This is an optimization exercise on Yosys and OpenROAD, whose aim is small area, not a production implementation. The RTL was checked by simulation tests, not by an equivalence proof against the original design. Power is estimated from default activity; no workload was simulated. The clock port is modelled as an ideal driver; clocking choices that lean on that would not hold on a real chip.

==> inputs of v10 <==
==> flow/design.v <==
module rf_wmux #(
  parameter int W = 32
) (
  input  logic         en,
  input  logic         en_n,
  input  logic [W-1:0] a,
  input  logic [W-1:0] q,
  output logic [W-1:0] d
);
  assign d = ({W{en}} & a) | ({W{en_n}} & q);
endmodule
module rf_aoi #(
  parameter int N = 3
) (
  input  logic [N-1:0] s,
  input  logic [N-1:0] d,
  output logic         y
);
  assign y = ~|(s & d);
endmodule
module rf_nand #(
  parameter int N = 4
) (
  input  logic [N-1:0] a,
  output logic         y
);
  assign y = ~&a;
endmodule
module rf_or #(
  parameter int N = 3
) (
  input  logic [N-1:0] a,
  output logic         y
);
  assign y = |a;
endmodule
module rf_tail #(
  parameter int NG = 2,
  parameter int NT = 2
) (
  input  logic [NG-1:0] g,
  input  logic [NT-1:0] s,
  input  logic [NT-1:0] d,
  output logic          y
);
  assign y = ~&g | |(s & d);
endmodule
module rf_rdbit #(
  parameter int NT = 32
) (
  input  logic [NT-1:0] s,
  input  logic [NT-1:0] d,
  output logic          y
);
  localparam int NL = (NT % 3 == 2) ? 2 : 0;   
  localparam int NA = NT - NL;                  
  localparam int NG = (NA + 2) / 3;             
  localparam int NN = (NG + 3) / 4;             
  logic [NG-1:0] g_n;
  logic [NN-1:0] h;
  genvar g;
  generate
    for (g = 0; g < NG; g++) begin : g_aoi
      localparam int LO = 3 * g;
      localparam int CN = (NA - LO < 3) ? NA - LO : 3;
      rf_aoi #(.N(CN)) u_aoi (.s(s[LO +: CN]), .d(d[LO +: CN]), .y(g_n[g]));
    end
    for (g = 0; g < NN; g++) begin : g_nand
      localparam int LO = 4 * g;
      localparam int CN = (NG - LO < 4) ? NG - LO : 4;
      if (NL != 0 && g == NN - 1) begin : g_t
        rf_tail #(.NG(CN), .NT(NL)) u_tail (
          .g(g_n[LO +: CN]), .s(s[NA +: NL]), .d(d[NA +: NL]), .y(h[g])
        );
      end else begin : g_nd
        rf_nand #(.N(CN)) u_nand (.a(g_n[LO +: CN]), .y(h[g]));
      end
    end
  endgenerate
  rf_or #(.N(NN)) u_or (.a(h), .y(y));
endmodule
module rf_wen (
  input  logic lo,
  input  logic hi,
  output logic en,
  output logic en_n
);
  rf_nand2 u_n (.a(lo), .b(hi), .y(en_n));
  rf_inv   u_i (.a(en_n), .y(en));
endmodule
module rf_nand2 (
  input  logic a,
  input  logic b,
  output logic y
);
  assign y = ~(a & b);
endmodule
module rf_inv (
  input  logic a,
  output logic y
);
  assign y = ~a;
endmodule
module rf_and3 (
  input  logic a,
  input  logic b,
  input  logic c,
  output logic y
);
  assign y = a & b & c;
endmodule
module rf_or2 (
  input  logic a,
  input  logic b,
  output logic y
);
  assign y = a | b;
endmodule
module rf_fa (
  input  logic a,
  input  logic b,
  input  logic c,
  output logic s,
  output logic co
);
  assign {co, s} = {1'b0, a} + {1'b0, b} + {1'b0, c};
endmodule
module rf_popc #(
  parameter int K = 5
) (
  input  logic [(1<<K)-2:0] a,
  output logic [K-1:0]      y
);
  generate
    if (K == 1) begin : g_one
      assign y = a;
    end else begin : g_rec
      localparam int H = (1 << (K-1)) - 1;
      logic [K-2:0] ylo, yhi;
      logic [K-1:0] c;
      rf_popc #(.K(K-1)) u_lo (.a(a[H-1:0]),   .y(ylo));
      rf_popc #(.K(K-1)) u_hi (.a(a[2*H-1:H]), .y(yhi));
      assign c[0] = a[2*H];
      genvar i;
      for (i = 0; i < K-1; i++) begin : g_fa
        if (i == K-2) begin : g_last
          rf_fa u_fa (.a(ylo[i]), .b(yhi[i]), .c(c[i]), .s(y[i]), .co(y[K-1]));
        end else begin : g_mid
          rf_fa u_fa (.a(ylo[i]), .b(yhi[i]), .c(c[i]), .s(y[i]), .co(c[i+1]));
        end
      end
    end
  endgenerate
endmodule
module regfile_mp #(
  parameter int XLEN     = 32,
  parameter int NREG     = 32,
  parameter int NRP      = 2,
  parameter int BYPASS   = 1,
  parameter int ZERO_REG = 1,
  localparam int AW      = $clog2(NREG)
) (
  input  logic                clk,
  input  logic                rst,
  input  logic [NRP*AW-1:0]   ra,
  output logic [NRP*XLEN-1:0] rd,
  input  logic                we,
  input  logic [AW-1:0]       wa,
  input  logic [XLEN-1:0]     wd,
  input  logic                iss_v,
  input  logic [AW-1:0]       iss_rd,
  output logic [NRP-1:0]      busy,
  output logic [AW:0]         pend_cnt
);
  localparam int R0 = (ZERO_REG != 0) ? 1 : 0;   
  localparam int NR = NREG - R0;                 
  localparam int NB = (BYPASS != 0) ? 1 : 0;
  localparam int NT = NR + NB;                   
  localparam int HB = AW - 2;                    
  localparam int NH = 1 << HB;
  localparam int PK = $clog2(NR + 1);            
  logic [XLEN-1:0] x_q [NREG];
  logic [NREG-1:0] vld_q;
  logic [NREG-1:0] pend_q;
  logic [3:0]    w_lo, i_lo;
  logic [NH-1:0] w_hi, i_hi;
  genvar gi, gp, gb;
  generate
    for (gi = 0; gi < 4; gi++) begin : g_lo
      assign w_lo[gi] = we    && (wa[1:0]     == 2'(gi));
      assign i_lo[gi] = iss_v && (iss_rd[1:0] == 2'(gi));
    end
    for (gi = 0; gi < NH; gi++) begin : g_hi
      assign w_hi[gi] = (wa[AW-1:2]     == HB'(gi));
      assign i_hi[gi] = (iss_rd[AW-1:2] == HB'(gi));
    end
  endgenerate
  generate
    for (gi = 0; gi < NREG; gi++) begin : g_reg
      if (gi < R0) begin : g_zero
        assign x_q[gi]     = '0;
        assign vld_q[gi]   = 1'b0;
        assign pend_q[gi]  = 1'b0;
      end else begin : g_real
        logic [XLEN-1:0] dat_q;
        logic [XLEN-1:0] dat_d;
        logic            vld;
        logic            pend;
        logic            wr;
        logic            wr_n;
        logic            vld_d;
        logic            pend_d;
        rf_wen u_wen (.lo(w_lo[gi % 4]), .hi(w_hi[gi / 4]), .en(wr), .en_n(wr_n));
        rf_or2 u_vld (.a(vld), .b(wr), .y(vld_d));
        rf_wmux #(.W(1)) u_pend (
          .en(i_lo[gi % 4]), .en_n(wr_n), .a(i_hi[gi / 4]), .q(pend), .d(pend_d)
        );
        for (gb = 0; gb < XLEN; gb++) begin : g_wb
          rf_wmux #(.W(1)) u_wmux (
            .en(wr), .en_n(wr_n), .a(wd[gb]), .q(dat_q[gb]), .d(dat_d[gb])
          );
        end
        always_ff @(posedge clk) begin
          dat_q <= dat_d;
        end
        always_ff @(posedge clk or posedge rst) begin
          if (rst) begin
            vld  <= 1'b0;
            pend <= 1'b0;
          end else begin
            vld  <= vld_d;
            pend <= pend_d;
          end
        end
        assign x_q[gi]    = dat_q;
        assign vld_q[gi]  = vld;
        assign pend_q[gi] = pend;
      end
    end
  endgenerate
  logic wr_ok;
  assign wr_ok = we && ((ZERO_REG == 0) || (wa != '0));
  logic [(1<<PK)-2:0] pc_in;
  logic [PK-1:0]      pc_out;
  assign pc_in = {{((1<<PK)-1-NR){1'b0}}, pend_q[NREG-1:R0]};
  rf_popc #(.K(PK)) u_popc (.a(pc_in), .y(pc_out));
  assign pend_cnt = (AW+1)'(pc_out);
  generate
    for (gp = 0; gp < NRP; gp++) begin : g_rp
      logic [AW-1:0] ra_i;
      logic          byp_hit;
      logic [NT-1:0] sel;
      logic [3:0]    r_lo;
      logic [NH-1:0] r_hi;
      assign ra_i    = ra[gp*AW +: AW];
      assign byp_hit = (BYPASS != 0) && wr_ok && (wa == ra_i);
      for (gi = 0; gi < 4; gi++) begin : g_lo
        assign r_lo[gi] = (ra_i[1:0] == 2'(gi)) && !byp_hit;
      end
      for (gi = 0; gi < NH; gi++) begin : g_hi
        assign r_hi[gi] = (ra_i[AW-1:2] == HB'(gi));
      end
      for (gi = 0; gi < NR; gi++) begin : g_sel
        rf_and3 u_sel (
          .a(r_lo[(gi + R0) % 4]), .b(r_hi[(gi + R0) / 4]), .c(vld_q[gi + R0]), .y(sel[NB + gi])
        );
      end
      if (NB != 0) begin : g_bsel
        assign sel[0] = byp_hit;
      end
      assign busy[gp] = pend_q[ra_i] && !byp_hit;
      for (gb = 0; gb < XLEN; gb++) begin : g_bit
        logic [NT-1:0] dat;
        if (NB != 0) begin : g_bdat
          assign dat[0] = wd[gb];
        end
        for (gi = 0; gi < NR; gi++) begin : g_dat
          assign dat[NB + gi] = x_q[gi + R0][gb];
        end
        rf_rdbit #(.NT(NT)) u_rd (.s(sel), .d(dat), .y(rd[gp*XLEN + gb]));
      end
    end
  endgenerate
endmodule
==> flow/flow/run.sh <==
#!/bin/bash
# Layout flow: the standard ORFS flow (standard.sh: unchanged synthesis,
# floorplan, power grid and tap cells) with these changes:
#  * before global placement (PRE_GLOBAL_PLACE hook, flow/pregpl.tcl) the
#    buffers synthesis inserted are removed, as ORFS's timing-driven
#    placement mode does, before the ports are buffered;
#  * port buffers use the smallest buffer, sky130_fd_sc_hd__buf_1, so every
#    input and output port still gets its own buffer;
#  * before repair_design (PRE_RESIZE hook, flow/presize.tcl) the drivers of
#    high-fanout nets get a stronger variant of the same cell, so
#    repair_design does not need to buffer those nets;
#  * clock tree synthesis clusters up to 25 flip-flops within 80 um per leaf
#    buffer and inserts no dummy loads.
# Each tool's full output stays in orfs/logs/ (ORFS writes one log per step);
# make's own output goes to flow_make.log in the work folder.
set -euo pipefail
cd "$(dirname "$0")/.."
bash standard.sh \
  "PRE_GLOBAL_PLACE_TCL=$PWD/flow/pregpl.tcl" \
  "BUFFER_PORTS_ARGS=-buffer_cell sky130_fd_sc_hd__buf_1" \
  "PRE_RESIZE_TCL=$PWD/flow/presize.tcl" \
  "CTS_ARGS=-sink_clustering_enable -repair_clock_nets -sink_clustering_size 25 -sink_clustering_max_diameter 80 -dont_use_dummy_load" \
  finish > flow_make.log 2>&1
==> flow/flow/pregpl.tcl <==
# Before global placement (and before the ports are buffered): remove the
# buffers synthesis inserted, as ORFS does in its timing-driven placement
# mode, so that repair_design later buffers nets as the placement needs.
remove_buffers
==> flow/flow/presize.tcl <==
# Before repair_design: give the drivers of high-fanout nets a stronger variant of the same cell
# (same function and pins), so repair_design need not buffer those nets.
proc my_upsize_fanout_drivers {} {
  set db [ord::get_db]
  set block [ord::get_db_block]
  set n 0
  foreach net [$block getNets] {
    if {[$net getSigType] != "SIGNAL"} continue
    set drv ""
    set loads 0
    foreach it [$net getITerms] {
      if {[$it isOutputSignal]} { set drv $it } else { incr loads }
    }
    incr loads [llength [$net getBTerms]]
    if {$drv == "" || $loads < 10} continue
    set inst [$drv getInst]
    set m [[$inst getMaster] getName]
    if {![regexp {^(sky130_fd_sc_hd__[a-z0-9]+)_([0-9]+)$} $m -> base sz]} continue
    set want [expr {$loads >= 48 ? 4 : 2}]
    if {$sz >= $want} continue
    set new [$db findMaster ${base}_$want]
    if {$new == "NULL"} continue
    $inst swapMaster $new
    incr n
  }
  puts "my_upsize_fanout_drivers: upsized $n drivers"
}

my_upsize_fanout_drivers
==> flow/standard.sh <==
#!/bin/bash
# synth_recipe.tcl (not shown) runs the flow's synth.tcl, then flattens the netlist and writes it again
# the make line also repeats each setting of config.mk as NAME=value (left out here)
make -C /OpenROAD-flow-scripts/flow DESIGN_CONFIG=/design/flow/config.mk WORK_HOME=/design/flow/orfs CLKGATE_MAP_FILE= SYNTH_SCRIPT=/design/flow/synth_recipe.tcl "${@:-finish}"
==> flow/config.mk <==
export PLATFORM = sky130hd
export DESIGN_NAME = regfile_mp
export DESIGN_NICKNAME = regfile_mp
export VERILOG_FILES = /design/flow/design.v
export SDC_FILE = /design/flow/constraint.sdc
export NUM_CORES = 4
export LEC_CHECK = 0
export CAP_MARGIN = 20
export CORE_MARGIN = 2
export CORE_UTILIZATION = 50
export GPL_TIMING_DRIVEN = 0
export SETUP_SLACK_MARGIN = 0.8
export SLEW_MARGIN = 20
export SYNTH_HIERARCHICAL = 1
==> flow/constraint.sdc <==
create_clock -name core_clock -period 8.0 [get_ports {clk}]
set_input_delay 1.6000 -clock core_clock [delete_from_list [all_inputs] [get_ports {clk}]]
set_output_delay 1.6000 -clock core_clock [all_outputs]
set_load 0.01 [all_outputs]
==> inputs of v4, as changes to v10 <==
--- a/flow/design.v
+++ b/flow/design.v
@@ -87,17 +87,4 @@
 );
-  rf_nand2 u_n (.a(lo), .b(hi), .y(en_n));
-  rf_inv   u_i (.a(en_n), .y(en));
-endmodule
-module rf_nand2 (
-  input  logic a,
-  input  logic b,
-  output logic y
-);
-  assign y = ~(a & b);
-endmodule
-module rf_inv (
-  input  logic a,
-  output logic y
-);
-  assign y = ~a;
+  assign en   = lo & hi;
+  assign en_n = ~(lo & hi);
 endmodule
==> flow/flow/run.sh (replaced) <==
#!/bin/bash
# Layout flow: the standard ORFS flow (standard.sh: unchanged synthesis,
# floorplan, power grid and tap cells) with these changes:
#  * port buffers use the smallest buffer, sky130_fd_sc_hd__buf_1, so every
#    input and output port still gets its own buffer;
#  * before repair_design (PRE_RESIZE hook, flow/presize.tcl) the drivers of
#    high-fanout nets get a stronger variant of the same cell, so
#    repair_design does not need to buffer those nets;
#  * clock tree synthesis clusters up to 30 flip-flops within 100 um per leaf
#    buffer and inserts no dummy loads.
# Each tool's full output stays in orfs/logs/ (ORFS writes one log per step);
# make's own output goes to flow_make.log in the work folder.
set -euo pipefail
cd "$(dirname "$0")/.."
bash standard.sh \
  "BUFFER_PORTS_ARGS=-buffer_cell sky130_fd_sc_hd__buf_1" \
  "PRE_RESIZE_TCL=$PWD/flow/presize.tcl" \
  "CTS_ARGS=-sink_clustering_enable -repair_clock_nets -sink_clustering_size 30 -sink_clustering_max_diameter 100 -dont_use_dummy_load" \
  finish > flow_make.log 2>&1
--- a/flow/flow/presize.tcl
+++ b/flow/flow/presize.tcl
@@ -1,3 +1,4 @@
-# Before repair_design: give the drivers of high-fanout nets a stronger variant of the same cell
-# (same function and pins), so repair_design need not buffer those nets.
+# Before repair_design: give the drivers of high-fanout nets a stronger
+# variant of the same cell (same function and pins), so repair_design does
+# not need to insert buffers on those nets.
 proc my_upsize_fanout_drivers {} {
@@ -27,3 +28,2 @@
 }
-
 my_upsize_fanout_drivers
CORE_UTILIZATION = 70   (was 50)
SETUP_SLACK_MARGIN = not set   (was 0.8)
removed: flow/flow/pregpl.tcl
==> inputs of v3, as changes to v10 <==
==> flow/run.sh (new file) <==
#!/bin/bash
# synth_recipe.tcl (not shown) runs the flow's synth.tcl, then flattens the netlist and writes it again
# the make line also repeats each setting of config.mk as NAME=value (left out here)
make -C /OpenROAD-flow-scripts/flow DESIGN_CONFIG=/design/flow/config.mk WORK_HOME=/design/flow/orfs CLKGATE_MAP_FILE= SYNTH_SCRIPT=/design/flow/synth_recipe.tcl finish
CTS_CLUSTER_DIAMETER = 100   (was not set)
CTS_CLUSTER_SIZE = 30   (was not set)
GPL_TIMING_DRIVEN = not set   (was 0)
SETUP_SLACK_MARGIN = not set   (was 0.8)
removed: flow/flow/run.sh
removed: flow/flow/pregpl.tcl
removed: flow/flow/presize.tcl
removed: flow/standard.sh
==> qor summary <==
Final critical-path share of the clock period: v3 1.01; v4 1.02; v10 0.905
Worst slew margin relative to its limit: v3 0.195; v4 0.0814; v10 0.102
Number of buffers inserted during clock tree synthesis: v3 42; v4 41; v10 51
Multi-input gate share of the layout cell area: v3 0.423; v4 0.452; v10 0.448
Post-synthesis cell area: v3 41400 um2; v4 41500 um2; v10 41400 um2
Tapcell Cnt: v3 1070; v4 773; v10 1070
Number of DRC markers after the initial detailed-route iteration: v3 9590; v4 11772; v10 9736
Clock group power: v3 2830 uW; v4 2560 uW; v10 2860 uW
Placeable core region: v3 82100 um2; v4 58800 um2; v10 82100 um2
Logic gate share of total power: v3 0.239; v4 0.214; v10 0.212
Wire length of the first global-routing pass: v3 289 mm; v4 264 mm; v10 286 mm
Total detailed-routing wirelength: v3 206 mm; v4 186 mm; v10 206 mm
Post-synthesis share of cell area spent on xor and xnor gates: v3 0.00211; v4 0.00211; v10 0.00211
Met2 usage: v3 0.646; v4 0.769; v10 0.647
Result of the run: v3 complete, but fails checks; v4 complete, but fails checks; v10 timing/DRC/antenna clean
Violated checks: v3 negative setup slack; v4 negative setup slack; v10 -
F_max: v3 124 MHz; v4 122 MHz; v10 138 MHz
Number of antenna violations at the first check in global routing: v3 10; v4 21; v10 16
Via density per instance: v3 8.76; v4 9.86; v10 8.96

## what the ideal ports hide
The results above use ideal ports. As a check the final layouts listed here were re-extracted and re-timed, cells and wires unchanged.
Step 1 assumes that a clkbuf_16 drives the clock port and a buf_2 every other input.
Step 2 also shifts input and output timing later by t, the mid clock arrival at the registers, as if the neighbouring blocks saw the same clock.
Three values: ideal ports, drivers, drivers and shift; two values: the first two.
run | t (ns) | setup WS [ns] | hold slack, ns | pins driven straight from the clock port
v10 | 0.712 | 0.763 / 0.731 / 0.731 | 0.498 / 0.498 / 0.498 | 1
v4 | 0.718 | -0.174 / -0.196 / -0.196 | 0.493 / 0.493 / 0.493 | 1
v3 | 0.716 | -0.094 / -0.123 / -0.123 | 0.489 / 0.489 / 0.489 | 1
For v10, which loses most, drivers alone change the setup slack by -0.032 ns; drivers and shift together by -0.032 ns.
